Background: an optimization exercise with open tools, aiming at small area. Do not read the settings as production practice. In this exercise RTL edits were held to simulation tests only and were not proved equivalent to the original. Power figures rest on the tool's default switching activity, not on a simulated workload. The flow treats the clock pin as an ideal source, which a real chip does not have.

## run 1
==> flow/design.v (excerpt) <==
module wb_top (
    input  logic                            clk,
    input  logic                            reset,
    input  logic                            i_req,
    output logic                            o_ack,
    input  wb_pkg::wb_op_t                  i_op0,
    input  wb_pkg::wb_op_t                  i_op1,
    input  logic [wb_pkg::REG_ADDR_W-1:0]   i_rdst0,
    input  logic [wb_pkg::REG_ADDR_W-1:0]   i_rdst1,
    input  logic [wb_pkg::XLEN-1:0]         i_data0,
    input  logic [wb_pkg::XLEN-1:0]         i_data1,
    input  logic [2*wb_pkg::XLEN-1:0]       i_prod0,
    input  logic [2*wb_pkg::XLEN-1:0]       i_prod1,
    input  logic [wb_pkg::REG_ADDR_W-1:0]   i_raddr,
    output logic [wb_pkg::XLEN-1:0]         o_rdata,
    output logic [wb_pkg::XLEN-1:0]         o_hi,
    output logic [wb_pkg::XLEN-1:0]         o_lo
);
For scale: about 2500 cells after synthesis, roughly 1100 flip-flops, roughly 310 I/O pins.
export LEC_CHECK = 0
export CAP_MARGIN = 5
export CORE_MARGIN = 2
export CORE_UTILIZATION = 60
export CTS_BUF_LIST = sky130_fd_sc_hd__clkbuf_8
export CTS_CLUSTER_DIAMETER = 80
export CTS_CLUSTER_SIZE = 20
export SLEW_MARGIN = 5
export SYNTH_HIERARCHICAL = 1
export SYNTH_MINIMUM_KEEP_SIZE = 0
create_clock -name core_clock -period 7.0 [get_ports {clk}]
standard.sh (not shown) runs the stock make flow with config.mk's settings and CLKGATE_MAP_FILE= SYNTH_SCRIPT=/design/flow/synth_recipe.tcl, a recipe that flattens the netlist after the stock synthesis.
==> flow/flow/run.sh <==
#!/bin/bash
# Standard synthesis and layout, with single-drive buffers on the ports
# (in place of the default delay-cell buffers), no dummy clock loads, and
# power recovery (downsizing gates off the critical paths) after global route,
# followed by a design repair pass (post_grt.tcl).
set -euo pipefail
export BUFFER_PORTS_ARGS="-buffer_cell sky130_fd_sc_hd__buf_1"
export CTS_ARGS="-sink_clustering_enable -repair_clock_nets -dont_use_dummy_load -sink_clustering_size 20 -sink_clustering_max_diameter 80 -buf_list sky130_fd_sc_hd__clkbuf_8"
bash standard.sh finish \
    "BUFFER_PORTS_ARGS=$BUFFER_PORTS_ARGS" \
    "CTS_ARGS=$CTS_ARGS" \
    "RECOVER_POWER=100" \
    "POST_GLOBAL_ROUTE_TCL=$PWD/flow/post_grt.tcl" > flow_standard.log 2>&1
==> flow/flow/post_grt.tcl <==
# After power recovery at global route: fix the slew and capacitance
# violations the downsizing left, then legalize and re-route the changed nets.
global_route -start_incremental
repair_design -verbose -slew_margin 5 -cap_margin 5
detailed_placement
global_route -end_incremental
estimate_parasitics -global_routing
report_design_area
Run 1: done, clean on timing, DRC and antenna
Inputs modified between run 1 and run 2:
--- a/flow/flow/run.sh
+++ b/flow/flow/run.sh
@@ -4,2 +4 @@
-# power recovery (downsizing gates off the critical paths) after global route,
-# followed by a design repair pass (post_grt.tcl).
+# power recovery (downsizing gates off the critical paths) after global route.
@@ -12,2 +11 @@
-    "RECOVER_POWER=100" \
-    "POST_GLOBAL_ROUTE_TCL=$PWD/flow/post_grt.tcl" > flow_standard.log 2>&1
+    "RECOVER_POWER=100" > flow_standard.log 2>&1
removed: flow/flow/post_grt.tcl
Notes after the runs:
Against run 1 as the reference, run 2 delivers a lower first-pass iteration count of the detailed router.
Run 2 -> stages 100% | layout checks FAIL | capacitance limit, slew limit
Comparing run 2 and run 1, sequential share of layout area is higher on run 2.
On via count, run 2 and run 1 are neck and neck.
Final period utilization across run 2 and run 1: no real change.
Comparing run 2 with run 1, the internal power consumption came out essentially unchanged.
Worst setup slack (lower): run 2
Cell area | run 2 vs run 1 | run 2 smaller
Static leakage power | run 2 below run 1
#### Input delta (run 3 over run 2)
==> flow/flow/run.sh <==
#!/bin/bash
# Standard synthesis and layout, with single-drive buffers on the ports
# (in place of the default delay-cell buffers) and no dummy clock loads.
set -euo pipefail
export BUFFER_PORTS_ARGS="-buffer_cell sky130_fd_sc_hd__buf_1"
export CTS_ARGS="-sink_clustering_enable -repair_clock_nets -dont_use_dummy_load -sink_clustering_size 18 -sink_clustering_max_diameter 70 -buf_list sky130_fd_sc_hd__clkbuf_8"
bash standard.sh finish \
    "BUFFER_PORTS_ARGS=$BUFFER_PORTS_ARGS" \
    "CTS_ARGS=$CTS_ARGS" > flow_standard.log 2>&1
--- a/flow/config.mk
+++ b/flow/config.mk
@@ -12,2 +12,2 @@
-export CTS_CLUSTER_DIAMETER = 80
-export CTS_CLUSTER_SIZE = 20
+export CTS_CLUSTER_DIAMETER = 70
+export CTS_CLUSTER_SIZE = 18
==> comparison <==
Run 3: PASS, flow complete, no timing, DRC or antenna violations
~same first-pass GRT wire length in run 3 and run 2
For switching portion of total power, run 3 and run 2 come out practically identical.
Total net switching power in run 3 vs run 2: up 0.031 mW
Compared with run 2, in run 3 total power per unit cell area was more or less identical; fraction of power consumed by sequential logic now smaller; total number of tap cells saw little to no change; final instance area climbed 1.1%.
Against run 2, run 3 comes in 0.088 mW higher on design internal power.
Diff run 3..run 2 | met1 demand-to-capacity share in global routing | negligible
Changes observed in run 3 relative to run 2: register-to-register setup slack now larger, flip-flop and latch count comparable.
The inputs of run 4 differ from those of run 3 as listed below.
--- a/flow/flow/run.sh
+++ b/flow/flow/run.sh
@@ -6 +6 @@
-export CTS_ARGS="-sink_clustering_enable -repair_clock_nets -dont_use_dummy_load -sink_clustering_size 18 -sink_clustering_max_diameter 70 -buf_list sky130_fd_sc_hd__clkbuf_8"
+export CTS_ARGS="-sink_clustering_enable -repair_clock_nets -dont_use_dummy_load -sink_clustering_size 30 -sink_clustering_max_diameter 100"
--- a/flow/config.mk
+++ b/flow/config.mk
@@ -11,3 +11,2 @@
-export CTS_BUF_LIST = sky130_fd_sc_hd__clkbuf_8
-export CTS_CLUSTER_DIAMETER = 70
-export CTS_CLUSTER_SIZE = 18
+export CTS_CLUSTER_DIAMETER = 100
+export CTS_CLUSTER_SIZE = 30
Notes after the runs:
Looking at the reports, run 4 completed the entire flow and the layout it produced met the timing, DRC and antenna checks.
Count of TritonRoute iterations in the first routing pass in run 4 vs run 3: down 3
On number of nets produced by synthesis, run 3 and run 4 are basically level.
Row net switching fraction of the power: run 4 lower / run 3 higher
Compared with run 3, in run 4 count of nets after finishing lost 32; total power shows an increase of about 0.75%.
[run 4] ratio of total power to cell area rose 1.7 nW/µm² relative to run 3
Detailed-routed wire length on met2: run 4 vs run 3 down about 0.5%

==> separate check: timing with driven ports <==
The flow's constraints put no driver on any port. The routed layouts listed below were extracted and timed again, unchanged, in two steps. Step 1 assumes that a clkbuf_16 drives the clock port and a buf_2 every other input. Step 2 adds t to the input delays and takes it off the output delays; t is the mean of the earliest and latest rising clock arrival at the registers after step 1. Input paths then give back, and output paths get back, about the clock's delay inside the block. Slacks: no drivers / after step 1 / after step 2; pairs: no drivers / after step 1.
run	t, ns	slack for setup (ns)	pins driven straight from the clock port
run 1	0.734	0.478 / 0.447 / 0.012	1
run 2	0.728	0.473 / 0.441 / 0.046	1
run 3	0.734	0.836 / 0.807 / 0.494	1
run 4	0.675	0.839 / 0.811 / 0.465	1
The setup slack of run 1, which loses most, moves by -0.031 ns with the drivers and by -0.466 ns with both steps.
